What follows belongs to an exercise in optimizing a design on an open flow for small area, a short achievable clock period and few clock cycles; a production flow would make more cautious choices. Only simulation tests tie the RTL to the original design; equivalence was not proved.

<file path="flow/run.sh">
#!/bin/bash
# Standard layout (standard.sh, unchanged synthesis), with two changes:
# plain buffers on the ports instead of delay buffers, and timing repair
# aiming further below the clock period. The make output goes to make.log in
# the work folder; ORFS keeps each step's own log under orfs/logs/.
set -euo pipefail
cd "$(dirname "$0")/.."
bash standard.sh "BUFFER_PORTS_ARGS=-buffer_cell sky130_fd_sc_hd__buf_2" \
	SETUP_SLACK_MARGIN=5.3 finish > make.log 2>&1
</file>
<file path="constraint.sdc">
create_clock -name core_clock -period 8.0 [get_ports {clk}]
set_input_delay 1.6000 -clock core_clock [delete_from_list [all_inputs] [get_ports {clk}]]
set_output_delay 1.6000 -clock core_clock [all_outputs]
set_load 0.01 [all_outputs]
</file>
<file path="config.mk">
export PLATFORM = sky130hd
export DESIGN_NAME = fc_layer_top
export DESIGN_NICKNAME = fc_layer_top
export VERILOG_FILES = /design/flow/design.v
export SDC_FILE = /design/flow/constraint.sdc
export NUM_CORES = 4
export LEC_CHECK = 0
export CAP_MARGIN = 20
export CORE_MARGIN = 2
export CORE_UTILIZATION = 40
export CTS_CLUSTER_DIAMETER = 100
export CTS_CLUSTER_SIZE = 30
export SETUP_SLACK_MARGIN = 5.0
export SLEW_MARGIN = 20
</file>
<file path="standard.sh">
#!/bin/bash
# synth_recipe.tcl (not shown) runs the flow's synth.tcl, then flattens the netlist and writes it again
# the make line also repeats each setting of config.mk as NAME=value (left out here)
make -C /OpenROAD-flow-scripts/flow DESIGN_CONFIG=/design/flow/config.mk WORK_HOME=/design/flow/orfs CLKGATE_MAP_FILE= SYNTH_SCRIPT=/design/flow/synth_recipe.tcl "${@:-finish}"
</file>
<file path="design.v">
package fc_ctrl_pkg;
	typedef enum logic [1:0] {
		PH_IDLE = 2'b00,
		PH_RUN  = 2'b01,
		PH_DONE = 2'b10
	} phase_state_t;
	typedef logic [12-1:0] cnt_t;
	typedef logic [12-1:0] addr_t;
	typedef struct packed {
		addr_t addr;
		logic  ce;      
	} mem_req_t;
endpackage
package fc_data_pkg;
	typedef logic signed [8-1:0] data_t;
	typedef logic signed [32-1:0] acc_t;
	typedef data_t [4-1:0] weight_vec_t;
	typedef acc_t [4-1:0] result_vec_t;
endpackage
`timescale 1ns/1ps
module fc_mac_core (
	input  logic                     clk,
	input  logic                     i_clear,    
	input  logic [3:0]               i_one,      
	input  logic [3:0]               i_two,      
	input  logic [3:0]               i_neg,      
	input  fc_data_pkg::data_t       i_weight,   
	output logic [32-1:0]     o_acc
);
	logic [15:0] acc_lo;
	logic [11:0] acc_hi;
	logic        inc_q;      
	logic        nodec_n_q;  
	logic        mid;        
	logic        mid_q;      
	logic [28:0] pp;       
	logic [28:0] pp_q;
	logic [17:0] lo_sum;
	logic [7:0]  w;
	logic m1, r2, m3, r4, m5, r6, m7, r8, m9, r10, m11, r12, m13, r14, m15, r16, m17, r18, m19, r20, m21, r22, m23, r24, m25, r26, m27, r28, m29, r30, m31, r32, m33, r34, m35, r36, m37, r38, m39, r40, m41, r42, m43, r44, m45, r46, m47, r48, m49, r50, m51, r52, m53, r54, m55, r56, m57, r58, m59, r60, m61, r62, m63, r64, m65, r66, m67, r68, m69, r70, m71, r72, s73, c74, s75, c76, s77, c78, s79, c80, s81, c82, s83, c84, s85, c86, s87, c88, s89, c90, s91, c92, s93, c94, s95, c96, s97, c98, s99, c100, s101, c102, s103, c104, s105, c106, s107, c108, s109, c110, s111, c112, s113, c114, s115, c116, s117, c118, s119, c120, s121, s122, c123, s124, c125, s126, c127, s128, c129, s130, c131, s132, c133, s134, c135, s136, c137, s138, c139, s140, c141, s142, c143, s144, c145, s146, c147, s148, c149, s150, c151, s152, g153, p154, g155, p156, g157, p158, g159, p160, g161, p162, g163, p164, g165, p166, g167, p168, g169, p170, g171, p172, g173, p174, g175, p176, g177, p178, g179, p180, g181, p182, g183, p184, g185, p186, g187, p188, g189, p190, g191, p192, n193, n194, n195, n196, n197, n198, n199, g200, p201, g202, p203, g204, p205, g206, p207, g208, p209, g210, p211, g212, p213, g214, p215, g216, p217, g218, p219, g220, p221, g222, p223, g224, p225, g226, p227, g228, p229, g230, p231, g232, p233, g234, p235, g236, p237, g238, p239, g240, p241, n242, n243, n244, n245, n246, n247, n248, n249;
	assign w = i_weight;
	assign m1 = i_one[0] & w[0];
	assign r2 = m1 ^ i_neg[0];
	assign m3 = (i_one[0] & w[1]) | (i_two[0] & w[0]);
	assign r4 = m3 ^ i_neg[0];
	assign m5 = (i_one[0] & w[2]) | (i_two[0] & w[1]);
	assign r6 = m5 ^ i_neg[0];
	assign m7 = (i_one[0] & w[3]) | (i_two[0] & w[2]);
	assign r8 = m7 ^ i_neg[0];
	assign m9 = (i_one[0] & w[4]) | (i_two[0] & w[3]);
	assign r10 = m9 ^ i_neg[0];
	assign m11 = (i_one[0] & w[5]) | (i_two[0] & w[4]);
	assign r12 = m11 ^ i_neg[0];
	assign m13 = (i_one[0] & w[6]) | (i_two[0] & w[5]);
	assign r14 = m13 ^ i_neg[0];
	assign m15 = (i_one[0] & w[7]) | (i_two[0] & w[6]);
	assign r16 = m15 ^ i_neg[0];
	assign m17 = (i_one[0] & w[7]) | (i_two[0] & w[7]);
	assign r18 = ~(m17 ^ i_neg[0]);
	assign m19 = i_one[1] & w[0];
	assign r20 = m19 ^ i_neg[1];
	assign m21 = (i_one[1] & w[1]) | (i_two[1] & w[0]);
	assign r22 = m21 ^ i_neg[1];
	assign m23 = (i_one[1] & w[2]) | (i_two[1] & w[1]);
	assign r24 = m23 ^ i_neg[1];
	assign m25 = (i_one[1] & w[3]) | (i_two[1] & w[2]);
	assign r26 = m25 ^ i_neg[1];
	assign m27 = (i_one[1] & w[4]) | (i_two[1] & w[3]);
	assign r28 = m27 ^ i_neg[1];
	assign m29 = (i_one[1] & w[5]) | (i_two[1] & w[4]);
	assign r30 = m29 ^ i_neg[1];
	assign m31 = (i_one[1] & w[6]) | (i_two[1] & w[5]);
	assign r32 = m31 ^ i_neg[1];
	assign m33 = (i_one[1] & w[7]) | (i_two[1] & w[6]);
	assign r34 = m33 ^ i_neg[1];
	assign m35 = (i_one[1] & w[7]) | (i_two[1] & w[7]);
	assign r36 = ~(m35 ^ i_neg[1]);
	assign m37 = i_one[2] & w[0];
	assign r38 = m37 ^ i_neg[2];
	assign m39 = (i_one[2] & w[1]) | (i_two[2] & w[0]);
	assign r40 = m39 ^ i_neg[2];
	assign m41 = (i_one[2] & w[2]) | (i_two[2] & w[1]);
	assign r42 = m41 ^ i_neg[2];
	assign m43 = (i_one[2] & w[3]) | (i_two[2] & w[2]);
	assign r44 = m43 ^ i_neg[2];
	assign m45 = (i_one[2] & w[4]) | (i_two[2] & w[3]);
	assign r46 = m45 ^ i_neg[2];
	assign m47 = (i_one[2] & w[5]) | (i_two[2] & w[4]);
	assign r48 = m47 ^ i_neg[2];
	assign m49 = (i_one[2] & w[6]) | (i_two[2] & w[5]);
	assign r50 = m49 ^ i_neg[2];
	assign m51 = (i_one[2] & w[7]) | (i_two[2] & w[6]);
	assign r52 = m51 ^ i_neg[2];
	assign m53 = (i_one[2] & w[7]) | (i_two[2] & w[7]);
	assign r54 = ~(m53 ^ i_neg[2]);
	assign m55 = i_one[3] & w[0];
	assign r56 = m55 ^ i_neg[3];
	assign m57 = (i_one[3] & w[1]) | (i_two[3] & w[0]);
	assign r58 = m57 ^ i_neg[3];
	assign m59 = (i_one[3] & w[2]) | (i_two[3] & w[1]);
	assign r60 = m59 ^ i_neg[3];
	assign m61 = (i_one[3] & w[3]) | (i_two[3] & w[2]);
	assign r62 = m61 ^ i_neg[3];
	assign m63 = (i_one[3] & w[4]) | (i_two[3] & w[3]);
	assign r64 = m63 ^ i_neg[3];
	assign m65 = (i_one[3] & w[5]) | (i_two[3] & w[4]);
	assign r66 = m65 ^ i_neg[3];
	assign m67 = (i_one[3] & w[6]) | (i_two[3] & w[5]);
	assign r68 = m67 ^ i_neg[3];
	assign m69 = (i_one[3] & w[7]) | (i_two[3] & w[6]);
	assign r70 = m69 ^ i_neg[3];
	assign m71 = (i_one[3] & w[7]) | (i_two[3] & w[7]);
	assign r72 = ~(m71 ^ i_neg[3]);
	assign s73 = r14 ^ r28;
	assign c74 = r14 & r28;
	assign s75 = r16 ^ r30;
	assign c76 = r16 & r30;
	assign s77 = r18 ^ r32 ^ r46;
	assign c78 = (r18 & r32) | (r46 & (r18 ^ r32));
	assign s79 = r60 ^ mid_q;
	assign c80 = r60 & mid_q;
	assign s81 = r34 ^ r48 ^ r62;
	assign c82 = (r34 & r48) | (r62 & (r34 ^ r48));
	assign s83 = r10 ^ r24;
	assign c84 = r10 & r24;
	assign s85 = r12 ^ r26;
	assign c86 = r12 & r26;
	assign s87 = s73 ^ r42 ^ r56;
	assign c88 = (s73 & r42) | (r56 & (s73 ^ r42));
	assign s89 = c74 ^ s75 ^ r44;
	assign c90 = (c74 & s75) | (r44 & (c74 ^ s75));
	assign s91 = c76 ^ s77 ^ s79;
	assign c92 = (c76 & s77) | (s79 & (c76 ^ s77));
	assign s93 = c78 ^ c80 ^ s81;
	assign c94 = (c78 & c80) | (s81 & (c78 ^ c80));
	assign s95 = c82 ^ r36 ^ r50;
	assign c96 = (c82 & r36) | (r50 & (c82 ^ r36));
	assign s97 = r52 ^ r66;
	assign c98 = r52 & r66;
	assign s99 = r6 ^ r20;
	assign c100 = r6 & r20;
	assign s101 = r8 ^ r22;
	assign c102 = r8 & r22;
	assign s103 = s83 ^ r38 ^ i_neg[2];
	assign c104 = (s83 & r38) | (i_neg[2] & (s83 ^ r38));
	assign s105 = c84 ^ s85 ^ r40;
	assign c106 = (c84 & s85) | (r40 & (c84 ^ s85));
	assign s107 = c86 ^ s87 ^ i_neg[3];
	assign c108 = (c86 & s87) | (i_neg[3] & (c86 ^ s87));
	assign s109 = c88 ^ s89 ^ r58;
	assign c110 = (c88 & s89) | (r58 & (c88 ^ s89));
	assign s111 = ~(c90 ^ s91);
	assign c112 = c90 | s91;
	assign s113 = ~(c92 ^ s93);
	assign c114 = c92 | s93;
	assign s115 = c94 ^ s95 ^ r64;
	assign c116 = (c94 & s95) | (r64 & (c94 ^ s95));
	assign s117 = ~(c96 ^ s97);
	assign c118 = c96 | s97;
	assign s119 = c98 ^ r54 ^ r68;
	assign c120 = (c98 & r54) | (r68 & (c98 ^ r54));
	assign s121 = ~r70;
	assign pp[0] = r2;
	assign pp[1] = i_neg[0];
	assign pp[2] = r4;
	assign pp[3] = s99;
	assign pp[4] = i_neg[1];
	assign pp[5] = c100;
	assign pp[6] = s101;
	assign pp[7] = c102;
	assign pp[8] = s103;
	assign pp[9] = c104;
	assign pp[10] = s105;
	assign pp[11] = c106;
	assign pp[12] = s107;
	assign pp[13] = c108;
	assign pp[14] = s109;
	assign pp[15] = c110;
	assign pp[16] = s111;
	assign pp[17] = c112;
	assign pp[18] = s113;
	assign pp[19] = c114;
	assign pp[20] = s115;
	assign pp[21] = c116;
	assign pp[22] = s117;
	assign pp[23] = c118;
	assign pp[24] = s119;
	assign pp[25] = c120;
	assign pp[26] = s121;
	assign pp[27] = r70;
	assign pp[28] = r72;
	assign s122 = acc_lo[0] ^ pp_q[0];
	assign c123 = acc_lo[0] & pp_q[0];
	assign s124 = acc_lo[1] ^ pp_q[2];
	assign c125 = acc_lo[1] & pp_q[2];
	assign s126 = acc_lo[2] ^ pp_q[3] ^ pp_q[4];
	assign c127 = (acc_lo[2] & pp_q[3]) | (pp_q[4] & (acc_lo[2] ^ pp_q[3]));
	assign s128 = acc_lo[3] ^ pp_q[5] ^ pp_q[6];
	assign c129 = (acc_lo[3] & pp_q[5]) | (pp_q[6] & (acc_lo[3] ^ pp_q[5]));
	assign s130 = acc_lo[4] ^ pp_q[7] ^ pp_q[8];
	assign c131 = (acc_lo[4] & pp_q[7]) | (pp_q[8] & (acc_lo[4] ^ pp_q[7]));
	assign s132 = acc_lo[5] ^ pp_q[9] ^ pp_q[10];
	assign c133 = (acc_lo[5] & pp_q[9]) | (pp_q[10] & (acc_lo[5] ^ pp_q[9]));
	assign s134 = acc_lo[6] ^ pp_q[11] ^ pp_q[12];
	assign c135 = (acc_lo[6] & pp_q[11]) | (pp_q[12] & (acc_lo[6] ^ pp_q[11]));
	assign s136 = acc_lo[7] ^ pp_q[13] ^ pp_q[14];
	assign c137 = (acc_lo[7] & pp_q[13]) | (pp_q[14] & (acc_lo[7] ^ pp_q[13]));
	assign s138 = acc_lo[8] ^ pp_q[15] ^ pp_q[16];
	assign c139 = (acc_lo[8] & pp_q[15]) | (pp_q[16] & (acc_lo[8] ^ pp_q[15]));
	assign s140 = acc_lo[9] ^ pp_q[17] ^ pp_q[18];
	assign c141 = (acc_lo[9] & pp_q[17]) | (pp_q[18] & (acc_lo[9] ^ pp_q[17]));
	assign s142 = acc_lo[10] ^ pp_q[19] ^ pp_q[20];
	assign c143 = (acc_lo[10] & pp_q[19]) | (pp_q[20] & (acc_lo[10] ^ pp_q[19]));
	assign s144 = acc_lo[11] ^ pp_q[21] ^ pp_q[22];
	assign c145 = (acc_lo[11] & pp_q[21]) | (pp_q[22] & (acc_lo[11] ^ pp_q[21]));
	assign s146 = acc_lo[12] ^ pp_q[23] ^ pp_q[24];
	assign c147 = (acc_lo[12] & pp_q[23]) | (pp_q[24] & (acc_lo[12] ^ pp_q[23]));
	assign s148 = acc_lo[13] ^ pp_q[25] ^ pp_q[26];
	assign c149 = (acc_lo[13] & pp_q[25]) | (pp_q[26] & (acc_lo[13] ^ pp_q[25]));
	assign s150 = acc_lo[14] ^ pp_q[27] ^ pp_q[28];
	assign c151 = (acc_lo[14] & pp_q[27]) | (pp_q[28] & (acc_lo[14] ^ pp_q[27]));
	assign s152 = ~acc_lo[15];
	assign g153 = s122 & pp_q[1];
	assign p154 = s122 ^ pp_q[1];
	assign g155 = c123 & s124;
	assign p156 = c123 ^ s124;
	assign g157 = c125 & s126;
	assign p158 = c125 ^ s126;
	assign g159 = c127 & s128;
	assign p160 = c127 ^ s128;
	assign g161 = c129 & s130;
	assign p162 = c129 ^ s130;
	assign g163 = c131 & s132;
	assign p164 = c131 ^ s132;
	assign g165 = c133 & s134;
	assign p166 = c133 ^ s134;
	assign g167 = c135 & s136;
	assign p168 = c135 ^ s136;
	assign g169 = g155 | (p156 & g153);
	assign p170 = p156 & p154;
	assign g171 = g159 | (p160 & g157);
	assign p172 = p160 & p158;
	assign g173 = g163 | (p164 & g161);
	assign p174 = p164 & p162;
	assign g175 = g167 | (p168 & g165);
	assign p176 = p168 & p166;
	assign g177 = g157 | (p158 & g169);
	assign p178 = p158 & p170;
	assign g179 = g171 | (p172 & g169);
	assign p180 = p172 & p170;
	assign g181 = g165 | (p166 & g173);
	assign p182 = p166 & p174;
	assign g183 = g175 | (p176 & g173);
	assign p184 = p176 & p174;
	assign g185 = g161 | (p162 & g179);
	assign p186 = p162 & p180;
	assign g187 = g173 | (p174 & g179);
	assign p188 = p174 & p180;
	assign g189 = g181 | (p182 & g179);
	assign p190 = p182 & p180;
	assign g191 = g183 | (p184 & g179);
	assign p192 = p184 & p180;
	assign n193 = p156 ^ g153;
	assign n194 = p158 ^ g169;
	assign n195 = p160 ^ g177;
	assign n196 = p162 ^ g179;
	assign n197 = p164 ^ g185;
	assign n198 = p166 ^ g187;
	assign n199 = p168 ^ g189;
	assign g200 = c137 & s138;
	assign p201 = c137 ^ s138;
	assign g202 = c139 & s140;
	assign p203 = c139 ^ s140;
	assign g204 = c141 & s142;
	assign p205 = c141 ^ s142;
	assign g206 = c143 & s144;
	assign p207 = c143 ^ s144;
	assign g208 = c145 & s146;
	assign p209 = c145 ^ s146;
	assign g210 = c147 & s148;
	assign p211 = c147 ^ s148;
	assign g212 = c149 & s150;
	assign p213 = c149 ^ s150;
	assign g214 = c151 & s152;
	assign p215 = c151 ^ s152;
	assign g216 = g202 | (p203 & g200);
	assign p217 = p203 & p201;
	assign g218 = g206 | (p207 & g204);
	assign p219 = p207 & p205;
	assign g220 = g210 | (p211 & g208);
	assign p221 = p211 & p209;
	assign g222 = g214 | (p215 & g212);
	assign p223 = p215 & p213;
	assign g224 = g204 | (p205 & g216);
	assign p225 = p205 & p217;
	assign g226 = g218 | (p219 & g216);
	assign p227 = p219 & p217;
	assign g228 = g212 | (p213 & g220);
	assign p229 = p213 & p221;
	assign g230 = g222 | (p223 & g220);
	assign p231 = p223 & p221;
	assign g232 = g208 | (p209 & g226);
	assign p233 = p209 & p227;
	assign g234 = g220 | (p221 & g226);
	assign p235 = p221 & p227;
	assign g236 = g228 | (p229 & g226);
	assign p237 = p229 & p227;
	assign g238 = g230 | (p231 & g226);
	assign p239 = p231 & p227;
	assign g240 = acc_lo[15] & g238;
	assign p241 = acc_lo[15] & p239;
	assign n242 = p203 ^ g200;
	assign n243 = p205 ^ g216;
	assign n244 = p207 ^ g224;
	assign n245 = p209 ^ g226;
	assign n246 = p211 ^ g232;
	assign n247 = p213 ^ g234;
	assign n248 = p215 ^ g236;
	assign n249 = acc_lo[15] ^ g238;
	assign lo_sum[0] = p154;
	assign lo_sum[1] = n193;
	assign lo_sum[2] = n194;
	assign lo_sum[3] = n195;
	assign lo_sum[4] = n196;
	assign lo_sum[5] = n197;
	assign lo_sum[6] = n198;
	assign lo_sum[7] = n199;
	assign lo_sum[8] = p201;
	assign lo_sum[9] = n242;
	assign lo_sum[10] = n243;
	assign lo_sum[11] = n244;
	assign lo_sum[12] = n245;
	assign lo_sum[13] = n246;
	assign lo_sum[14] = n247;
	assign lo_sum[15] = n248;
	assign lo_sum[16] = n249;
	assign lo_sum[17] = g240;
	assign mid = g191;
	logic hi_inc, hi_dec;
	logic [11:0] hi_flip;
	assign hi_inc = inc_q;
	assign hi_dec = nodec_n_q & ~inc_q;
	assign hi_flip[0] = hi_inc | hi_dec;
	for (genvar i = 1; i < 12; i++) begin : g_hi
		assign hi_flip[i] = hi_flip[i-1] & (acc_hi[i-1] ^ hi_dec);
	end
	always_ff @(posedge clk) begin
		pp_q <= pp;
	end
	always_ff @(posedge clk) begin
		if (i_clear) begin
			acc_lo  <= '0;
			acc_hi  <= '0;
			inc_q     <= 1'b0;
			nodec_n_q <= 1'b0;
			mid_q   <= 1'b0;
		end else begin
			acc_lo  <= lo_sum[15:0];
			inc_q     <= lo_sum[17];
			nodec_n_q <= ~lo_sum[16];
			mid_q   <= mid;
			acc_hi  <= acc_hi ^ hi_flip;
		end
	end
	assign o_acc = {{(32-28){acc_hi[11]}}, acc_hi, acc_lo};   
endmodule
`timescale 1ns/1ps
module fc_layer_top (
	input  logic                     clk,
	input  logic                     reset_n,
	input  logic                     i_run,       
	input  fc_ctrl_pkg::cnt_t        i_num_cnt,   
	input  fc_data_pkg::data_t       i_node,      
	input  fc_data_pkg::weight_vec_t i_weights,   
	output logic                     o_idle,
	output logic                     o_read,
	output logic                     o_write,
	output logic                     o_done,
	output fc_ctrl_pkg::mem_req_t    o_mem_req,
	output fc_data_pkg::result_vec_t o_results
);
	logic              busy_q;      
	logic              busy_o_q;    
	logic              ce_q;        
	logic              write_q;     
	logic              done_q;
	logic              dv_q;        
	logic              clr_q;       
	logic [5:0]        last_q;      
	fc_ctrl_pkg::cnt_t addr_q;      
	logic              start;
	logic              read_last;
	logic [8:0]                node_x;   
	logic [3:0]                         one, two, neg;
	logic [3:0]                         one_q, two_q, neg_q;
	logic [4*8-1:0] weights_q;
	logic [4*32-1:0]  results_flat;
	assign start     = i_run & ~busy_q;
	assign read_last = ce_q & (addr_q == '0);
	always_ff @(posedge clk or negedge reset_n) begin
		if (!reset_n) begin
			busy_q  <= 1'b0;
			busy_o_q <= 1'b0;
			ce_q    <= 1'b0;
			write_q <= 1'b0;
			done_q  <= 1'b0;
			dv_q    <= 1'b0;
			clr_q   <= 1'b0;
			last_q  <= '0;
		end else begin
			busy_q  <= start | (busy_q & ~done_q);
			busy_o_q <= start | (busy_o_q & ~done_q);
			ce_q    <= start | (ce_q & ~read_last);
			write_q <= start | (write_q & ~last_q[5]);
			done_q  <= last_q[5];
			dv_q    <= ce_q;
			clr_q   <= start;
			last_q  <= {last_q[4:0], read_last};
		end
	end
	always_ff @(posedge clk) begin
		if (!busy_q) begin
			addr_q <= i_num_cnt - fc_ctrl_pkg::cnt_t'(1);
		end else begin
			addr_q <= addr_q - fc_ctrl_pkg::cnt_t'(1);
		end
	end
	assign node_x = {dv_q ? i_node : '0, 1'b0};
	for (genvar i = 0; i < 4; i++) begin : g_booth
		assign one[i] = node_x[2*i] ^ node_x[2*i+1];
		assign two[i] = (node_x[2*i+2] & ~node_x[2*i+1] & ~node_x[2*i]) |
		                (~node_x[2*i+2] & node_x[2*i+1] & node_x[2*i]);
		assign neg[i] = node_x[2*i+2] & ~(node_x[2*i+1] & node_x[2*i]);
	end
	always_ff @(posedge clk) begin
		one_q     <= one;
		two_q     <= two;
		neg_q     <= neg;
		weights_q <= i_weights;
	end
	for (genvar g = 0; g < 4; g++) begin : g_lane
		fc_mac_core u_mac_core (
			.clk      (clk),
			.i_clear  (clr_q),
			.i_one    (one_q),
			.i_two    (two_q),
			.i_neg    (neg_q),
			.i_weight (weights_q[g*8 +: 8]),
			.o_acc    (results_flat[g*32 +: 32])
		);
	end
	assign o_mem_req.addr = addr_q;
	assign o_mem_req.ce   = ce_q;
	assign o_results      = results_flat;
	assign o_idle         = ~busy_o_q;
	assign o_read         = ce_q;
	assign o_write        = write_q;
	assign o_done         = done_q;
endmodule
</file>
==> flow_summary.yaml, run 1 <==
clocking:
  numCtsBuffers: 16
  worstSkewPairLatency_ns: 0.54
  cts.sinks: 303
  cts_root_buffer: "clkbuf_16"
  h-tree-depth: 1
  cts.clk_slew.worst_paths_ns: 0.10
  hold_buffers: 0
  cts_tree: "yes"
  clock_path_buffers: 3
logic_synthesis:
  synth_area_leaders: "dfxtp_1, fa_1, xnor2_1, ha_1, a22oi_1"
  netlist.area_leader.share_pct: 34.57
  synthCells: 1616
  async_reset_ff_share_pct: 4.290
  synth_area_leader_cell: "dfxtp_1"
  ys_warn_count: 2
  ys_types: 47
  syn_area_sq_um: 16790
  syn_nets: 1911
  syn_avg_cell_area_sq_um: 10.39
  ys_ff_latch: 303
  yosysSeqAreaShare_pct: 36.51
  synth_edf_count: 0
  synthFlopType: "dfxtp_1"
timing:
  fin_crit_sh_pct: 33.36
  setup_ws_ns: 5.331
  setup_violations: 0
  maxSlewViolCount: 0
  rsz0062_at_grt: "true"
  finalCriticalPeriod_ns: 2.669
  holdWs_ns: 0.3582
  fmax_mhz: 374.7
  finalHoldViolCount: 0
  tightest_slew_ns: 0.9172
  clock_skew_ns: 0.02825
  tns_ns: 0
  slew_headroom_pct: 38.73
floorplanning:
  dieArea_sq_um: 43640
  core_sq_um: 41670
  rows: 75
  chipHeight_um: 208.9
  io_pins: 200
  die_w_um: 208.9
  initial_core_util_pct: 40.30
cells_and_area:
  layout_common_cells: "buf_2, xnor2_1, dfxtp_1"
  final_core_util_pct: 46.24
  antenna_cells: 0
  layout_commonest_cell: "buf_2"
  layout-drive-gt1-share_pct: 24.71
  nets: 2068
  nFillCells: 3954
  syn_to_final_growth_pct: 14.73
route:
  routedWlPerCell_um: 15.97
  route.met2.wl_um: 17440
  drc: 0
  ant_nets: 0
  drt-initial-drc-count: 474
  vias: 11340
  wl_um: 37050
  highest-signal-layer: "met5"
  wl_met1_um: 17080
  dr_wl_met3_um: 1814
  vias_per_cell: 4.888
  first_pass_iters: 5
critical_path:
  path_buf_inv: 1
  cp_num_cells: 1
  slowest_delay_ns: 0.40
  critical_path_required_ns: 6.40
  path_cells: "buf_2"
  start_kind: "flip-flop"
  crit_family: "flip-flops"
  end_kind: "primary output"
  reg2reg_from: "g_lane[1].u_mac_core.acc_lo[8]$_SDFF_PP0_"
  rr_worst_depth: 10
  startpoint: "ce_q$_DFF_PN0_"
  cp_max_fo: 3
  worst_ep_arrival_time_ns: 1.07
  crit_type: "flip-flop to primary output"
  cp_slowest_cell: "dfrtp_1"
global_routing:
  grt_usage_pct: 17.19
  antenna_found_initial: 1
  first_global_vias: 11610
  grt_max_degree: 67
  grt_pass1_wl_um: 61060
  overflow: 0
placed_design:
  portBuffers: 199
  place_ws_ns: 5.030
  dp_hpwl_um: 25880
  place.gp.congestion: 0.8157
run:
  drv_cap: 0
min_path:
  worstHoldStart: "last_q[1]$_DFF_PN0_"
  hp-class: "flip-flop to flip-flop"
  hold_depth: 0
status:
  status: "no timing/DRC/antenna violations"
[stage by stage]
step           cell area, sq um  std cells
4_1_cts                   18900       2295
3_3_place_gp              18050       2259
5_1_grt                   19270       2320
3_5_place_dp              18050       2259
2_1_floorplan             16790       1616
6_report                  19270       2320
[sequential cells by signal, summed over array words and instances (netlist names), 4 cells and up]
name and cells:
addr_q 12, g_lane.u_mac_core.acc_hi 48, g_lane.u_mac_core.acc_lo 64, g_lane.u_mac_core.inc_q 4, g_lane.u_mac_core.mid_q 4, g_lane.u_mac_core.nodec_n_q 4
g_lane.u_mac_core.pp_q 110, last_q 6, neg_q 4, one_q 4, two_q 4, weights_q 32
[worst paths after layout]
check,to,slack [ns]
max reg2reg,g_lane[1].u_mac_core.acc_lo[12]$_SDFF_PP0_,5.38
min reg2reg,last_q[2]$_DFF_PN0_,0.36
min,last_q[2]$_DFF_PN0_,0.36
max in group asynchronous,clr_q$_DFF_PN0_,6.83
min in group asynchronous,done_q$_DFF_PN0_,0.93
max,o_mem_req[0],5.33
[metal layers]
metal  vias up  GRT usage, %
met2       239         28.84
met5         -             0
met1      5489         23.39
met3        41         2.690
li1       5569             -
met4         2         3.892
[layout make-up]
type	count	area [sq um]	share of cell area, %
multi-input cells	1037	9575	49.70
flip-flops and latches	303	6367	33.05
repair buffers	249	1493	7.748
well taps	539	674.4	3.500
inverters	166	623.1	3.234
clock buffers	18	429.2	2.228
clock inverters	8	103.9	0.5390
[kinds of logic after synthesis]
kind of cell,synth area share [%]
flops,36.51
buf+inv,6.870
xor+xnor,12.36
fa+ha+maj,23.43
simple gates,9.433
mux,1.967
compound gates,9.433
[Yosys cell counts (all sizes together), types with 10 or more instances]
cell,n
dfxtp,290
xnor2,180
inv,165
fa,124
nor2,123
a22oi,116
ha,116
clkbuf,68
xor2,57
o21ai,47
buf,42
nand2,40
a21oi,35
nor3,34
nor2b,31
mux2i,27
and2,18
nor4,15
dfrtp,13
or3,10
[what timing repair did]
action                                 4_1_cts  5_1_grt
setup endpoints to repair                  144       88
endpoints found under the hold margin        0        0
resized for setup                          133       67
setup buffers                               10       24
pin swaps                                    4       13
gates cloned                                 0        1
Testbench counts, summed over its fixed seeds: cycles 36,227.
==> run 2: changes to the inputs <==
--- a/flow/run.sh
+++ b/flow/run.sh
@@ -6,4 +6,4 @@
 set -euo pipefail
 cd "$(dirname "$0")/.."
 bash standard.sh "BUFFER_PORTS_ARGS=-buffer_cell sky130_fd_sc_hd__buf_2" \
-	SETUP_SLACK_MARGIN=5.3 finish > make.log 2>&1
+	SETUP_SLACK_MARGIN=5.2 finish > make.log 2>&1
==> run 2 against run 1 <==
  * Non-clock buffer count is 33 lower
  * Synthesized cell count did not move
==> flow_summary.yaml, run 2 <==
clocking:
  h-tree-depth: 1
  cts_tree: "yes"
  cts.clk_slew.worst_paths_ns: 0.10
  worstSkewPairLatency_ns: 0.54
  cts.sinks: 303
  numCtsBuffers: 16
  clock_path_buffers: 3
  hold_buffers: 0
  cts_root_buffer: "clkbuf_16"
timing:
  rsz0062_at_grt: "false"
  finalCriticalPeriod_ns: 2.756
  clock_skew_ns: 0.02591
  tns_ns: 0
  finalHoldViolCount: 0
  fin_crit_sh_pct: 34.45
  maxSlewViolCount: 0
  tightest_slew_ns: 0.9256
  fmax_mhz: 362.8
  slew_headroom_pct: 38.17
  setup_violations: 0
cells_and_area:
  fin_area_sq_um: 18690
  syn_to_final_growth_pct: 11.33
  antenna_cells: 0
  nets: 2035
  layout_common_cells: "dfxtp_1, buf_2, xnor2_1"
  reg_top3: "g_lane.u_mac_core.pp_q (110), g_lane.u_mac_core.acc_lo (64), g_lane.u_mac_core.acc_hi (48)"
  final_core_util_pct: 44.87
  layout_commonest_cell: "dfxtp_1"
  layout-drive-gt1-share_pct: 17.45
  largest_register_ff_count: 110
  largest-register: "g_lane.u_mac_core.pp_q"
run:
  drv_cap: 0
logic_synthesis:
  synthMuxAreaShare_pct: 1.967
  synth_top_family_by_area: "adder cells"
  synthCells: 1616
  synth_area_leader_cell: "dfxtp_1"
  synth_compound_area_share_pct: 9.433
  ys_warn_count: 2
  syn_nets: 1911
  synth_area_leaders: "dfxtp_1, fa_1, xnor2_1, ha_1, a22oi_1"
  synthFlopType: "dfxtp_1"
  synth_edf_count: 0
  synth_fa_ha_area_share_pct: 23.43
  async_reset_ff_share_pct: 4.290
  synthSimpleGateAreaFrac_pct: 9.433
  ys_ff_latch: 303
  yosysSeqAreaShare_pct: 36.51
  netlist.area_leader.share_pct: 34.57
  syn_avg_cell_area_sq_um: 10.39
  synth_commonest_cells: "dfxtp_1, xnor2_1, inv_1"
  ys_types: 47
  synth.most_common_cell: "dfxtp_1"
  synth_xor_area_share_pct: 12.36
  syn_area_sq_um: 16790
global_routing:
  grt_usage_pct: 17.10
  grt_pass1_wl_um: 60700
  overflow: 0
  first_global_vias: 11500
  grt_max_degree: 67
  antenna_found_initial: 1
critical_path:
  start_kind: "flip-flop"
  path_cells: "buf_2"
  critical_path_required_ns: 6.40
  end_kind: "primary output"
  path_buf_inv: 1
  rr_worst_depth: 8
  cp_slowest_cell: "dfxtp_1"
  worst_ep_arrival_time_ns: 1.16
  crit_family: "flip-flops"
  crit_type: "flip-flop to primary output"
  cp_num_cells: 1
  cp_max_fo: 5
  slowest_delay_ns: 0.46
floorplanning:
  io_pins: 200
  dieArea_sq_um: 43640
  rows: 75
  die_w_um: 208.9
  initial_core_util_pct: 40.30
  core_sq_um: 41670
  chipHeight_um: 208.9
status:
  status: "no timing/DRC/antenna violations"
placed_design:
  place.gp.congestion: 0.8157
  placed_area_sq_um: 18050
  dp_hpwl_um: 25880
  portBuffers: 199
route:
  ant_nets: 0
  first_pass_iters: 5
  drc: 0
  vias_per_cell: 4.876
  vias: 11150
  drt-initial-drc-count: 491
  wl_um: 36450
  routedWlPerCell_um: 15.94
min_path:
  hp-class: "flip-flop to flip-flop"
  hold_depth: 0
## run 2: cells by family (layout without fill, tap and decap cells)
logic type	Yosys count	after routing
flip-flops	303	303
AND/OR/NAND/NOR	298	298
buffers and inverters	276	408
adder cells (fa/ha/maj)	240	240
XOR/XNOR	237	237
AO/OA/AOI/OAI	231	231
multiplexers	31	31
## run 2: cell type report
type,count,area [sq um]
clock buffer,18,429.2
timing repair buffer,216,1144
fill,3995,22970
clock inverter,8,103.9
tap,539,674.4
sequential,303,6165
inverter,166,623.1
multi-input combinational,1037,9555
## run 2: per-stage QoR
step	worst slack, ns	hold WS [ns]	instances
2_1_floorplan	5.300	0.3290	1616
3_3_place_gp	5.112	0.3357	2259
3_5_place_dp	5.030	0.3388	2259
4_1_cts	5.206	0.3616	2285
5_1_grt	5.200	0.3620	2287
6_report	5.244	0.3583	2287
## run 2: worst paths after layout
| check | from | endpoint | slack [ns] |
|---|---|---|---|
| max | addr_q[5]$_DFF_P_ | o_mem_req[6] | 5.24 |
| min | last_q[1]$_DFF_PN0_ | last_q[2]$_DFF_PN0_ | 0.36 |
| max reg2reg | one_q[0]$_DFF_P_ | g_lane[0].u_mac_core.pp_q[12]$_DFF_P_ | 5.30 |
| min reg2reg | last_q[1]$_DFF_PN0_ | last_q[2]$_DFF_PN0_ | 0.36 |
| max in group asynchronous | reset_n | clr_q$_DFF_PN0_ | 6.84 |
| min in group asynchronous | reset_n | done_q$_DFF_PN0_ | 0.92 |
## run 2: what timing repair did
action | CTS | global route
buffers inserted | 0 | 2
gates resized for setup | 15 | 24
pin swaps | 0 | 7
setup endpoints to repair | 20 | 32
## run 2: layer usage
metal / wire, um / share of wire, % / global-route usage, % / up-vias
li1: - / - / - / 5489
met1: 17180 / 47 / 23.32 / 5408
met2: 17000 / 47 / 28.61 / 217
met3: 1625 / 4.5 / 2.690 / 36
met4: 643 / 1.8 / 3.867 / 2
met5: 11 / 0.030 / 0 / -
==> run 3: changes to the inputs <==
--- a/flow/run.sh
+++ b/flow/run.sh
@@ -6,4 +6,4 @@
 set -euo pipefail
 cd "$(dirname "$0")/.."
 bash standard.sh "BUFFER_PORTS_ARGS=-buffer_cell sky130_fd_sc_hd__buf_2" \
-	SETUP_SLACK_MARGIN=5.2 finish > make.log 2>&1
+	SETUP_SLACK_MARGIN=5.3 finish > make.log 2>&1
--- a/config.mk
+++ b/config.mk
@@ -7,8 +7,9 @@
 export LEC_CHECK = 0
 export CAP_MARGIN = 20
 export CORE_MARGIN = 2
-export CORE_UTILIZATION = 40
+export CORE_UTILIZATION = 65
 export CTS_CLUSTER_DIAMETER = 100
 export CTS_CLUSTER_SIZE = 30
+export PLACE_DENSITY = 0.8
 export SETUP_SLACK_MARGIN = 5.0
 export SLEW_MARGIN = 20
==> run 3 against run 2 <==
  * Still clean on timing, DRC and antenna
  * Setup slack gained 0.054 ns
  * Via count grew 2.5%
  * Critical path depth grew 1
  * Non-clock buffer count grew 5
  * First-iteration DRC count grew 49%
  * Hold slack gained 0.0078 ns
  * Flip-flop and latch count is the same
==> flow_summary.yaml, run 3 <==
status:
  status: "no timing/DRC/antenna violations"
clocking:
  cts.sinks: 303
  cts.clk_slew.worst_paths_ns: 0.11
  worstSkewPairLatency_ns: 0.50
  cts_root_buffer: "clkbuf_16"
  numCtsBuffers: 14
  h-tree-depth: 1
  cts_tree: "yes"
  hold_buffers: 0
  clock_path_buffers: 3
cells_and_area:
  largest-register: "g_lane.u_mac_core.pp_q"
  instances_no_fill: 2076
  largest_register_ff_count: 110
  layout_common_cells: "dfxtp_1, buf_2, xnor2_1"
  reg_top3: "g_lane.u_mac_core.pp_q (110), g_lane.u_mac_core.acc_lo (64), g_lane.u_mac_core.acc_hi (48)"
  nFillCells: 1813
  layout_commonest_cell: "dfxtp_1"
  antenna_cells: 0
  layout-drive-gt1-share_pct: 20.56
  nets: 2038
  fin_area_sq_um: 18530
  syn_to_final_growth_pct: 10.33
global_routing:
  grt_pass1_wl_um: 54610
  overflow: 0
  first_global_vias: 11380
  grt_usage_pct: 24.88
  grt_max_degree: 86
  antenna_found_initial: 0
logic_synthesis:
  yosysSeqAreaShare_pct: 36.51
  netlist.area_leader.share_pct: 34.57
  synth_area_leaders: "dfxtp_1, fa_1, xnor2_1, ha_1, a22oi_1"
  synth_commonest_cells: "dfxtp_1, xnor2_1, inv_1"
  synth_edf_count: 0
  synth_xor_area_share_pct: 12.36
  async_reset_ff_share_pct: 4.290
  synth_compound_area_share_pct: 9.433
  synth.most_common_cell: "dfxtp_1"
  synth_fa_ha_area_share_pct: 23.43
  synthCells: 1616
  synthMuxAreaShare_pct: 1.967
  synthFlopType: "dfxtp_1"
  synth_area_leader_cell: "dfxtp_1"
  syn_avg_cell_area_sq_um: 10.39
  syn_nets: 1911
  synthSimpleGateAreaFrac_pct: 9.433
  ys_warn_count: 2
  syn_area_sq_um: 16790
  synth_top_family_by_area: "adder cells"
  ys_ff_latch: 303
  ys_types: 47
timing:
  finalHoldViolCount: 0
  tightest_slew_ns: 0.9194
  fin_crit_sh_pct: 33.78
  maxSlewViolCount: 0
  rsz0062_at_grt: "true"
  slew_headroom_pct: 38.71
  fmax_mhz: 370.1
  finalCriticalPeriod_ns: 2.702
  clock_skew_ns: 0.02657
  tns_ns: 0
  setup_violations: 0
critical_path:
  crit_type: "flip-flop to primary output"
  path_cells: "buf_4 > buf_2"
  reg2reg_from: "g_lane[0].u_mac_core.pp_q[16]$_DFF_P_"
  worst_ep_arrival_time_ns: 1.10
  slowest_delay_ns: 0.34
  start_kind: "flip-flop"
  cp_slowest_cell: "dfxtp_2"
  end_kind: "primary output"
  regToRegSetupSlack_ns: 5.35
  cp_max_fo: 2
  startpoint: "g_lane[1].u_mac_core.acc_lo[8]$_SDFF_PP0_"
  critical_path_required_ns: 6.40
floorplanning:
  initial_core_util_pct: 66.49
  die_w_um: 164.7
  chipHeight_um: 164.7
  core_sq_um: 25250
  rows: 58
  dieArea_sq_um: 27140
  io_pins: 200
route:
  ant_nets: 0
  drt-initial-drc-count: 732
  wl_um: 33910
  vias: 11430
  drc: 0
  vias_per_cell: 5.506
  first_pass_iters: 5
  routedWlPerCell_um: 16.34
placed_design:
  place.gp.congestion: 0.8578
  portBuffers: 199
  dp_hpwl_um: 23880
  placed_area_sq_um: 17780
  dp_cells: 2048
min_path:
  hp-class: "flip-flop to flip-flop"
  worstHoldStart: "last_q[1]$_DFF_PN0_"
run:
  drv_cap: 0
run 3: cell count changes in the layout (fill, tap and decap cells not counted), sizes merged:
| cell | delta |
|---|---|
| inv | -1 |
| clkinv | -4 |
| clkinvlp | -1 |
| buf | +5 |
| clkbuf | -2 |
| bufinv | +1 |
run 3: cells by family after synthesis:
| family | Yosys count |
|---|---|
| AO/OA/AOI/OAI | 231 |
| XOR/XNOR | 237 |
| multiplexers | 31 |
| adder cells (fa/ha/maj) | 240 |
| flip-flops | 303 |
| buffers and inverters | 276 |
| AND/OR/NAND/NOR | 298 |
run 3: final cells by class:
class / count / area (sq um) / share of cell area (%)
Sequential cell: 303 / 6248 / 33.72
Multi-Input combinational cell: 1037 / 9602 / 51.82
Clock inverter: 3 / 57.56 / 0.3106
Clock buffer: 16 / 379.1 / 2.046
Tap cell: 330 / 412.9 / 2.229
Timing Repair Buffer: 221 / 1197 / 6.463
Inverter: 166 / 630.6 / 3.404
run 3: path summary, 6_finish.rpt:
kind	endpoint	cells after the start
max reg2reg	g_lane[0].u_mac_core.nodec_n_q$_SDFF_PP0_	9
min	last_q[2]$_DFF_PN0_	0
max	o_results[40]	2
min reg2reg	last_q[2]$_DFF_PN0_	0
max in group asynchronous	clr_q$_DFF_PN0_	1
min in group asynchronous	dv_q$_DFF_PN0_	1
run 3: repair_timing:
action / 4_1_cts / 5_1_grt
buffers inserted: 2 / 7
gates cloned: 0 / 0
endpoints found under the setup margin: 80 / 89
gates resized for setup: 49 / 67
pin swaps: 3 / 21
run 3: metal layers:
| metal | track usage, % | part of all wire, % |
|---|---|---|
| met4 | 6.838 | 2.3 |
| met5 | 0 | 0 |
| met3 | 3.265 | 5.3 |
| met1 | 33.91 | 44 |
| met2 | 42.03 | 49 |
run 3: critical path, delay by kind of cell, from the launching register on:
family	cells	cell delay (ns)
buf+inv	2	0.26
flops	1	0.34
run 3: per-stage QoR:
stage | worst slack (ns) | hold slack, ns | util (%)
floorplan | 5.300 | 0.3290 | -
global placement | 4.623 | 0.3348 | 70.39
detailed placement | 4.554 | 0.3363 | 70.39
CTS | 5.302 | 0.3643 | 72.58
global route | 5.262 | 0.3831 | 73.37
finish | 5.298 | 0.3661 | 73.37
==> run 4: changes to the inputs <==
--- a/config.mk
+++ b/config.mk
@@ -7,9 +7,10 @@
 export LEC_CHECK = 0
 export CAP_MARGIN = 20
 export CORE_MARGIN = 2
-export CORE_UTILIZATION = 65
+export CORE_UTILIZATION = 55
 export CTS_CLUSTER_DIAMETER = 100
 export CTS_CLUSTER_SIZE = 30
-export PLACE_DENSITY = 0.8
+export PLACE_DENSITY = 0.7
 export SETUP_SLACK_MARGIN = 5.0
 export SLEW_MARGIN = 20
+export TNS_END_PERCENT = 10
==> run 4 against run 3 <==
  * Final cell count up 2.7%
  * Die area up 18%
  * Largest cell class unchanged
  * Flip-flop and latch count unchanged
  * Hold slack better by 0.0010 ns
  * First-iteration DRC count down 3.8%
  * Critical path type unchanged
  * Clock-buffer cell count up 1
==> flow_summary.yaml, run 4 <==
floorplanning:
  rows: 63
  core_sq_um: 29870
  dieArea_sq_um: 31940
  die_w_um: 178.7
  io_pins: 200
  chipHeight_um: 178.7
  initial_core_util_pct: 56.21
route:
  highest-signal-layer: "met4"
  routedWlPerCell_um: 15.65
  first_pass_iters: 6
  vias: 11190
  drt-initial-drc-count: 704
  vias_per_cell: 5.246
  wl_met1_um: 15560
  dr_wl_met3_um: 1695
  ant_nets: 0
  route.met2.wl_um: 15390
  wl_um: 33380
  drc: 0
timing:
  slew_headroom_pct: 36.27
  fmax_mhz: 361.3
  clock_skew_ns: 0.02597
  tightest_slew_ns: 0.9560
  finalHoldViolCount: 0
  setup_violations: 0
  finalCriticalPeriod_ns: 2.768
  rsz0062_at_grt: "true"
  maxSlewViolCount: 0
  setup_ws_ns: 5.232
  holdWs_ns: 0.3671
  fin_crit_sh_pct: 34.60
  tns_ns: 0
clocking:
  cts_root_buffer: "clkbuf_16"
  worstSkewPairLatency_ns: 0.52
  hold_buffers: 0
  cts.clk_slew.worst_paths_ns: 0.11
  h-tree-depth: 1
  numCtsBuffers: 14
  cts_tree: "yes"
  cts.sinks: 303
  clock_path_buffers: 3
min_path:
  worstHoldStart: "last_q[1]$_DFF_PN0_"
  hp-class: "flip-flop to flip-flop"
  hold_depth: 0
  hold_path_end: "last_q[2]$_DFF_PN0_"
cells_and_area:
  syn_to_final_growth_pct: 10.28
  largest_register_ff_count: 110
  reg_top3: "g_lane.u_mac_core.pp_q (110), g_lane.u_mac_core.acc_lo (64), g_lane.u_mac_core.acc_hi (48)"
  nFillCells: 2488
  layout_commonest_cell: "dfxtp_1"
  layout-drive-gt1-share_pct: 16.87
  largest-register: "g_lane.u_mac_core.pp_q"
  multi_input_area_sq_um: 9592
  layout_common_cells: "dfxtp_1, buf_2, xnor2_1"
  nets: 2032
  antenna_cells: 0
  regArea_sq_um: 6157
run:
  drv_cap: 0
critical_path:
  worst_ep_arrival_time_ns: 1.17
  rr_worst_depth: 6
  cp_slowest_cell: "dfxtp_1"
  reg2reg_from: "neg_q[2]$_DFF_P_"
  cp_max_fo: 5
  end_kind: "primary output"
  regToRegSetupSlack_ns: 5.35
  critical_path_required_ns: 6.40
  path_buf_inv: 1
  path_cells: "buf_2"
  start_kind: "flip-flop"
  crit_type: "flip-flop to primary output"
  r2r_end: "g_lane[0].u_mac_core.pp_q[20]$_DFF_P_"
  slowest_delay_ns: 0.47
  crit_family: "flip-flops"
global_routing:
  grt_usage_pct: 21.28
  grt_pass1_wl_um: 55230
  overflow: 0
  grt_max_degree: 88
  first_global_vias: 11210
  antenna_found_initial: 0
logic_synthesis:
  synthSimpleGateAreaFrac_pct: 9.433
  synth_area_leader_cell: "dfxtp_1"
  synth_area_leaders: "dfxtp_1, fa_1, xnor2_1, ha_1, a22oi_1"
  syn_area_sq_um: 16790
  synthFlopType: "dfxtp_1"
  synth_edf_count: 0
  async_reset_ff_share_pct: 4.290
  synth_fa_ha_area_share_pct: 23.43
  synthCells: 1616
  ys_types: 47
  synth_compound_area_share_pct: 9.433
  synth_xor_area_share_pct: 12.36
  ys_warn_count: 2
  netlist.area_leader.share_pct: 34.57
  synth_commonest_cells: "dfxtp_1, xnor2_1, inv_1"
  synthMuxAreaShare_pct: 1.967
  ys_ff_latch: 303
  yosysSeqAreaShare_pct: 36.51
  syn_avg_cell_area_sq_um: 10.39
  synth_top_family_by_area: "adder cells"
  syn_nets: 1911
  synth.most_common_cell: "dfxtp_1"
placed_design:
  portBuffers: 199
  dp_hpwl_um: 23850
  place.gp.congestion: 0.8155
  place_ws_ns: 4.500
status:
  status: "no timing/DRC/antenna violations"
## run 4: per-layer routing
layer	track usage (%)	up-vias
met5	0	-
met4	5.115	0
met3	3.096	37
met2	35.34	248
met1	29.44	5419
li1	-	5485
## run 4: worst max path at each step
stage                                                   start                                        end  slack [ns]  depth (start not counted)
global placement                             neg_q[3]$_DFF_P_      g_lane[3].u_mac_core.pp_q[20]$_DFF_P_        4.61                          7
floorplan                                    neg_q[3]$_DFF_P_      g_lane[0].u_mac_core.pp_q[20]$_DFF_P_        5.30                          8
finish                                      addr_q[3]$_DFF_P_                               o_mem_req[4]        5.23                          1
CTS                 g_lane[2].u_mac_core.acc_lo[7]$_SDFF_PP0_  g_lane[2].u_mac_core.nodec_n_q$_SDFF_PP0_        5.21                          9
detailed placement                           neg_q[3]$_DFF_P_      g_lane[3].u_mac_core.pp_q[20]$_DFF_P_        4.50                          7
global route        g_lane[1].u_mac_core.acc_hi[1]$_SDFF_PP0_                              o_results[49]        5.18                          1
## run 4: final cells by class
class | count | area share [%]
well taps | 390 | 2.635
multi-input cells | 1037 | 51.80
clock inverters | 5 | 0.5743
repair buffers | 215 | 6.189
clock buffers | 17 | 2.122
flip-flops and latches | 303 | 33.25
inverters | 166 | 3.432
## run 4: cell families after synthesis
kind of cell,Yosys count
flops,303
simple gates,298
buf+inv,276
fa+ha+maj,240
xor+xnor,237
compound gates,231
mux,31
## run 4: through the flow
step	util (%)	instance area, sq um	std cells
finish	61.98	18520	2133
global route	61.98	18520	2133
CTS	61.64	18420	2131
detailed placement	59.75	17850	2108
global placement	59.75	17850	2108
floorplan	-	16790	1616
## run 4: repair_timing
action,in CTS,in global routing
setup endpoints to repair,82,137
pin swaps,1,12
resized for setup,16,26
buffers inserted,1,2
==> run 5: changes to the inputs <==
--- a/config.mk
+++ b/config.mk
@@ -5,6 +5,7 @@
 export SDC_FILE = /design/flow/constraint.sdc
 export NUM_CORES = 4
 export LEC_CHECK = 0
+export ABC_AREA = 1
 export CAP_MARGIN = 20
 export CORE_MARGIN = 2
 export CORE_UTILIZATION = 55
@@ -13,4 +14,3 @@
 export PLACE_DENSITY = 0.7
 export SETUP_SLACK_MARGIN = 5.0
 export SLEW_MARGIN = 20
-export TNS_END_PERCENT = 10
==> run 5 against run 4 <==
  * Still clean
  * Area after synthesis down 0.45%
  * Register-to-register slack worse by 0.06 ns
  * Synthesized cell count up 14%
  * Global-route usage up 1.2 points
  * Critical path depth up 11
  * Non-clock buffer count down 2
  * Setup slack better by 0.056 ns
  * Critical path type is now flip-flop to flip-flop
==> flow_summary.yaml, run 5 <==
timing:
  tightest_slew_ns: 0.9449
  setup_ws_ns: 5.288
  finalCriticalPeriod_ns: 2.712
  fmax_mhz: 368.7
  maxSlewViolCount: 0
  fin_crit_sh_pct: 33.90
  finalHoldViolCount: 0
  holdWs_ns: 0.3502
  clock_skew_ns: 0.02569
  slew_headroom_pct: 36.94
  tns_ns: 0
  rsz0062_at_grt: "true"
  setup_violations: 0
logic_synthesis:
  synthSimpleGateAreaFrac_pct: 11.59
  synthMuxAreaShare_pct: 0
  synth_fa_ha_area_share_pct: 23.53
  synthFlopType: "dfxtp_1"
  synth_area_leader_cell: "dfxtp_1"
  syn_avg_cell_area_sq_um: 9.080
  ys_ff_latch: 303
  synth.most_common_cell: "inv_1"
  yosysSeqAreaShare_pct: 36.68
  synthCells: 1841
  synth_xor_area_share_pct: 9.326
  synth_top_family_by_area: "adder cells"
  syn_nets: 2136
  netlist.area_leader.share_pct: 34.73
  synth_edf_count: 0
  synth_compound_area_share_pct: 8.862
  ys_types: 34
  async_reset_ff_share_pct: 4.290
  ys_warn_count: 2
  syn_area_sq_um: 16720
  synth_area_leaders: "dfxtp_1, fa_1, xor2_1, ha_1, inv_1"
  synth_commonest_cells: "inv_1, dfxtp_1, nand2_1"
critical_path:
  regToRegSetupSlack_ns: 5.29
  rr_worst_depth: 12
  r2r_end: "g_lane[0].u_mac_core.nodec_n_q$_SDFF_PP0_"
  worst_ep_arrival_time_ns: 3.08
  start_kind: "flip-flop"
  end_kind: "flip-flop"
  reg2reg_from: "g_lane[0].u_mac_core.pp_q[16]$_DFF_P_"
  critical_path_required_ns: 8.37
  cp_max_fo: 3
  crit_type: "flip-flop to flip-flop"
clocking:
  cts_tree: "yes"
  worstSkewPairLatency_ns: 0.51
  hold_buffers: 0
  cts.clk_slew.worst_paths_ns: 0.12
  cts_root_buffer: "clkbuf_16"
  h-tree-depth: 1
  numCtsBuffers: 14
  cts.sinks: 303
  clock_path_buffers: 3
floorplanning:
  initial_core_util_pct: 56.10
  die_w_um: 178.3
  rows: 63
  dieArea_sq_um: 31800
  io_pins: 200
  chipHeight_um: 178.3
  core_sq_um: 29800
cells_and_area:
  final_core_util_pct: 62.96
  largest_register_ff_count: 110
  syn_to_final_growth_pct: 12.23
  regArea_sq_um: 6211
  antenna_cells: 0
  reg_top3: "g_lane.u_mac_core.pp_q (110), g_lane.u_mac_core.acc_lo (64), g_lane.u_mac_core.acc_hi (48)"
  layout-drive-gt1-share_pct: 19.40
  nFillCells: 2535
  layout_commonest_cell: "inv_1"
  multi_input_area_sq_um: 9064
  largest-register: "g_lane.u_mac_core.pp_q"
  layout_common_cells: "inv_1, dfxtp_1, buf_2"
  nets: 2301
route:
  routedWlPerCell_um: 14.94
  vias_per_cell: 5.133
  vias: 12320
  drc: 0
  wl_um: 35860
  ant_nets: 0
  drt-initial-drc-count: 708
  first_pass_iters: 5
placed_design:
  place.gp.congestion: 0.8716
  dp_hpwl_um: 26180
  place_ws_ns: 4.964
  portBuffers: 199
global_routing:
  first_global_vias: 11770
  overflow: 0
  grt_usage_pct: 22.51
  grt_max_degree: 51
  grt_pass1_wl_um: 57640
  antenna_found_initial: 0
min_path:
  worstHoldStart: "last_q[3]$_DFF_PN0_"
  hold_depth: 0
  hp-class: "flip-flop to flip-flop"
  hold_path_end: "last_q[4]$_DFF_PN0_"
status:
  status: "no timing/DRC/antenna violations"
run:
  drv_cap: 0
-- run 5: cell types whose count changed in the layout (fill, tap and decap cells not counted), sizes merged, moves of 56 or more --
cell | before | now
inv | 166 | 361
xnor2 | 180 | 6
nand2 | 40 | 190
a22oi | 116 | 0
o22ai | 0 | 112
xor2 | 57 | 172
nand3 | 0 | 56
-- run 5: kinds of logic (layout without fill, tap and decap cells) --
family / count (synthesis) / after routing
fa+ha+maj: 240 / 240
buf+inv: 424 / 593
simple gates: 441 / 441
compound gates: 255 / 255
xor+xnor: 178 / 178
flops: 303 / 303
-- run 5: repair_timing --
action                                  4_1_cts  5_1_grt
gates cloned                                  0        1
resized for setup                            49       84
endpoints found under the setup margin       65       65
pin swaps                                     7       28
setup buffers                                 4        3
-- run 5: critical path, stage by stage (launching register included) --
cell and delay (ns):
dfxtp_2 0.34, fa_1 0.47, ha_2 0.21, fa_2 0.37, nand3_2 0.11, nand3_4 0.08
a21boi_4 0.19, nor2_2 0.06, nor2_2 0.14, nor2_2 0.07, or2_4 0.24, ha_4 0.26
nor2_1 0.03
-- run 5: layer usage --
layer | track usage, % | part of all wire, %
met4 | 4.776 | 1.9
met5 | 0 | 0
met3 | 2.877 | 5.7
met1 | 30.91 | 46
met2 | 38.21 | 46
-- run 5: metrics by stage --
step / std cells / cell area, sq um
floorplan: 1841 / 16720
global placement: 2372 / 17920
detailed placement: 2372 / 17920
CTS: 2396 / 18500
global route: 2400 / 18760
finish: 2400 / 18760
-- run 5: worst max-delay path by stage --
| stage | cells past startpoint | to | start |
|---|---|---|---|
| CTS | 12 | g_lane[0].u_mac_core.nodec_n_q$_SDFF_PP0_ | g_lane[0].u_mac_core.acc_lo[8]$_SDFF_PP0_ |
| global route | 12 | g_lane[0].u_mac_core.nodec_n_q$_SDFF_PP0_ | g_lane[0].u_mac_core.pp_q[16]$_DFF_P_ |
| finish | 12 | g_lane[0].u_mac_core.nodec_n_q$_SDFF_PP0_ | g_lane[0].u_mac_core.pp_q[16]$_DFF_P_ |
| floorplan | 12 | g_lane[1].u_mac_core.nodec_n_q$_SDFF_PP0_ | g_lane[1].u_mac_core.acc_lo[8]$_SDFF_PP0_ |
| detailed placement | 12 | g_lane[0].u_mac_core.nodec_n_q$_SDFF_PP0_ | g_lane[0].u_mac_core.acc_lo[8]$_SDFF_PP0_ |
| global placement | 12 | g_lane[0].u_mac_core.nodec_n_q$_SDFF_PP0_ | g_lane[0].u_mac_core.acc_lo[8]$_SDFF_PP0_ |
-- run 5: area by class of cell --
cell class / instances / area share (%)
flip-flops and latches: 303 / 33.11
clock inverters: 3 / 0.2935
inverters: 360 / 7.356
multi-input cells: 1114 / 48.31
well taps: 390 / 2.601
repair buffers: 213 / 6.289
clock buffers: 17 / 2.041
==> run 6: changes to the inputs <==
--- a/config.mk
+++ b/config.mk
@@ -5,7 +5,6 @@
 export SDC_FILE = /design/flow/constraint.sdc
 export NUM_CORES = 4
 export LEC_CHECK = 0
-export ABC_AREA = 1
 export CAP_MARGIN = 20
 export CORE_MARGIN = 2
 export CORE_UTILIZATION = 55
==> run 6 against run 5 <==
  * Global-route usage down 1.1 points
  * First-iteration DRC count decreased by 2.8%
  * Highest routed layer unchanged
  * Area after synthesis is 0.46% higher
  * Design area shrank 0.43%
  * Wire length decreased by 6.3%
  * Clock-buffer cell count unchanged
  * Synthesized cell count decreased by 12%
  * Final cell count down 11%
  * Die area rose by 0.44%
==> flow_summary.yaml, run 6 <==
cells_and_area:
  fin_area_sq_um: 18680
  reg_top3: "g_lane.u_mac_core.pp_q (110), g_lane.u_mac_core.acc_lo (64), g_lane.u_mac_core.acc_hi (48)"
  largest_register_ff_count: 110
  layout_commonest_cell: "dfxtp_1"
  regArea_sq_um: 6281
  multi_input_area_sq_um: 9604
  layout-drive-gt1-share_pct: 21.48
  nFillCells: 2484
  final_core_util_pct: 62.53
  layout_common_cells: "dfxtp_1, buf_2, xnor2_1"
  largest-register: "g_lane.u_mac_core.pp_q"
  instances_no_fill: 2136
  syn_to_final_growth_pct: 11.24
  antenna_cells: 0
  nets: 2035
logic_synthesis:
  synth_edf_count: 0
  netlist.area_leader.share_pct: 34.57
  ys_types: 47
  synth.most_common_cell: "dfxtp_1"
  synthFlopType: "dfxtp_1"
  synthMuxAreaShare_pct: 1.967
  async_reset_ff_share_pct: 4.290
  synth_compound_area_share_pct: 9.433
  syn_nets: 1911
  synthSimpleGateAreaFrac_pct: 9.433
  synth_fa_ha_area_share_pct: 23.43
  synth_top_family_by_area: "adder cells"
  yosysSeqAreaShare_pct: 36.51
  synth_area_leaders: "dfxtp_1, fa_1, xnor2_1, ha_1, a22oi_1"
  syn_area_sq_um: 16790
  synth_area_leader_cell: "dfxtp_1"
  synth_xor_area_share_pct: 12.36
  synth_commonest_cells: "dfxtp_1, xnor2_1, inv_1"
  ys_warn_count: 2
  ys_ff_latch: 303
  synthCells: 1616
  syn_avg_cell_area_sq_um: 10.39
global_routing:
  grt_pass1_wl_um: 55440
  overflow: 0
  grt_max_degree: 88
  antenna_found_initial: 0
  grt_usage_pct: 21.37
  first_global_vias: 11240
route:
  vias: 11210
  drc: 0
  wl_um: 33600
  ant_nets: 0
  first_pass_iters: 5
  drt-initial-drc-count: 688
  vias_per_cell: 5.249
  routedWlPerCell_um: 15.73
timing:
  maxSlewViolCount: 0
  holdWs_ns: 0.3671
  tightest_slew_ns: 0.9540
  slew_headroom_pct: 36.40
  setup_ws_ns: 5.313
  clock_skew_ns: 0.02986
  setup_violations: 0
  tns_ns: 0
  finalCriticalPeriod_ns: 2.687
  finalHoldViolCount: 0
  fmax_mhz: 372.2
  fin_crit_sh_pct: 33.58
  rsz0062_at_grt: "true"
floorplanning:
  initial_core_util_pct: 56.21
  core_sq_um: 29870
  die_w_um: 178.7
  dieArea_sq_um: 31940
  io_pins: 200
  chipHeight_um: 178.7
  rows: 63
clocking:
  h-tree-depth: 1
  cts_tree: "yes"
  worstSkewPairLatency_ns: 0.52
  clock_path_buffers: 3
  cts.sinks: 303
  hold_buffers: 0
  cts_root_buffer: "clkbuf_16"
  cts.clk_slew.worst_paths_ns: 0.11
  numCtsBuffers: 14
critical_path:
  cp_max_fo: 2
  critical_path_required_ns: 6.40
  end_kind: "primary output"
  start_kind: "flip-flop"
  crit_type: "flip-flop to primary output"
  worst_ep_arrival_time_ns: 1.09
placed_design:
  dp_cells: 2108
  portBuffers: 199
  dp_hpwl_um: 23850
  place_ws_ns: 4.500
  placed_area_sq_um: 17850
  place.gp.congestion: 0.8155
run:
  drv_cap: 0
status:
  status: "no timing/DRC/antenna violations"
min_path:
  hp-class: "flip-flop to flip-flop"
run 6: changes by cell type in the layout (fill, tap and decap cells not counted), sizes merged, moves of 25 or more:
| cell | delta |
|---|---|
| inv | -195 |
| xnor2 | +174 |
| nand2 | -150 |
| a22oi | +116 |
| xor2 | -115 |
| o22ai | -112 |
| nand3 | -56 |
| nor2 | -49 |
| nor3 | +33 |
| nor2b | +31 |
| mux2i | +27 |
| o21ai | -25 |
run 6: layout make-up:
type                            instances  area share [%]
Clock buffer                           17           2.103
Sequential cell                       303           33.62
Clock inverter                          5          0.5693
Timing Repair Buffer                  218           6.276
Tap cell                              390           2.612
Inverter                              166           3.403
Multi-Input combinational cell       1037           51.41
run 6: final timing paths:
check                                                       from                                        end  slack [ns]  cells past startpoint
max                                           busy_o_q$_DFF_PN0_                                     o_idle        5.31                      2
min                                          last_q[1]$_DFF_PN0_                        last_q[2]$_DFF_PN0_        0.37                      0
max reg2reg                g_lane[0].u_mac_core.pp_q[15]$_DFF_P_  g_lane[0].u_mac_core.nodec_n_q$_SDFF_PP0_        5.35                      9
min reg2reg                                  last_q[1]$_DFF_PN0_                        last_q[2]$_DFF_PN0_        0.37                      0
max in group asynchronous                                reset_n                            clr_q$_DFF_PN0_        6.82                      1
min in group asynchronous                                reset_n                           busy_q$_DFF_PN0_        0.93                      1
run 6: layer usage:
layer	track usage, %	share of wire (%)	vias up
met4	5.183	2.2	0
met1	29.48	46	5412
met2	35.55	46	268
li1	-	-	5493
met3	3.117	5.0	39
met5	0	0	-
run 6: what timing repair did:
action,CTS,global route
resized for setup,53,82
pin swaps,3,20
buffers inserted,4,2
hold endpoints to repair,0,0
setup endpoints to repair,82,102
run 6: worst max-delay path: stages (launching register included):
cell and delay (ns):
dfrtp_1 0.38, inv_1 0.06, buf_2 0.12
run 6: cells by family after synthesis:
| logic type | count (synthesis) |
|---|---|
| fa+ha+maj | 240 |
| flops | 303 |
| simple gates | 298 |
| xor+xnor | 237 |
| compound gates | 231 |
| buf+inv | 276 |
| mux | 31 |

==> afterwards: timing with drivers on the ports <==
In the flow no input, the clock included, has a driving cell. The finished layouts below were timed again as built, in two steps. Step 1: set_driving_cell puts a clkbuf_16 on clk and a buf_2 on each other input, an assumption about the parent block. Step 2 times the ports against the registers' clock, not the clock port: input delays grow and output delays shrink by t, the midpoint of the rising clock arrivals with the driver on. a / b / c = no drivers / after step 1 / after step 2; a / b = the first two.
run | t (ns) | slack for setup (ns) | hold WS [ns] | cell pins on the clock port's net
run 1 | 0.581 | 5.331 / 5.274 / 5.019 | 0.358 / 0.358 / 0.358 | 1
run 2 | 0.585 | 5.244 / 5.185 / 5.026 | 0.358 / 0.358 / 0.358 | 1
run 3 | 0.541 | 5.298 / 5.248 / 5.032 | 0.366 / 0.366 / 0.366 | 1
run 4 | 0.550 | 5.232 / 5.185 / 4.953 | 0.367 / 0.367 / 0.367 | 1
run 5 | 0.553 | 5.288 / 5.262 / 5.255 | 0.350 / 0.350 / 0.350 | 1
run 6 | 0.551 | 5.313 / 5.266 / 4.946 | 0.367 / 0.367 / 0.367 | 1
After both steps every run listed still meets setup and hold. For run 6, which loses most, drivers alone change the setup slack by -0.047 ns; drivers and shift together by -0.367 ns.
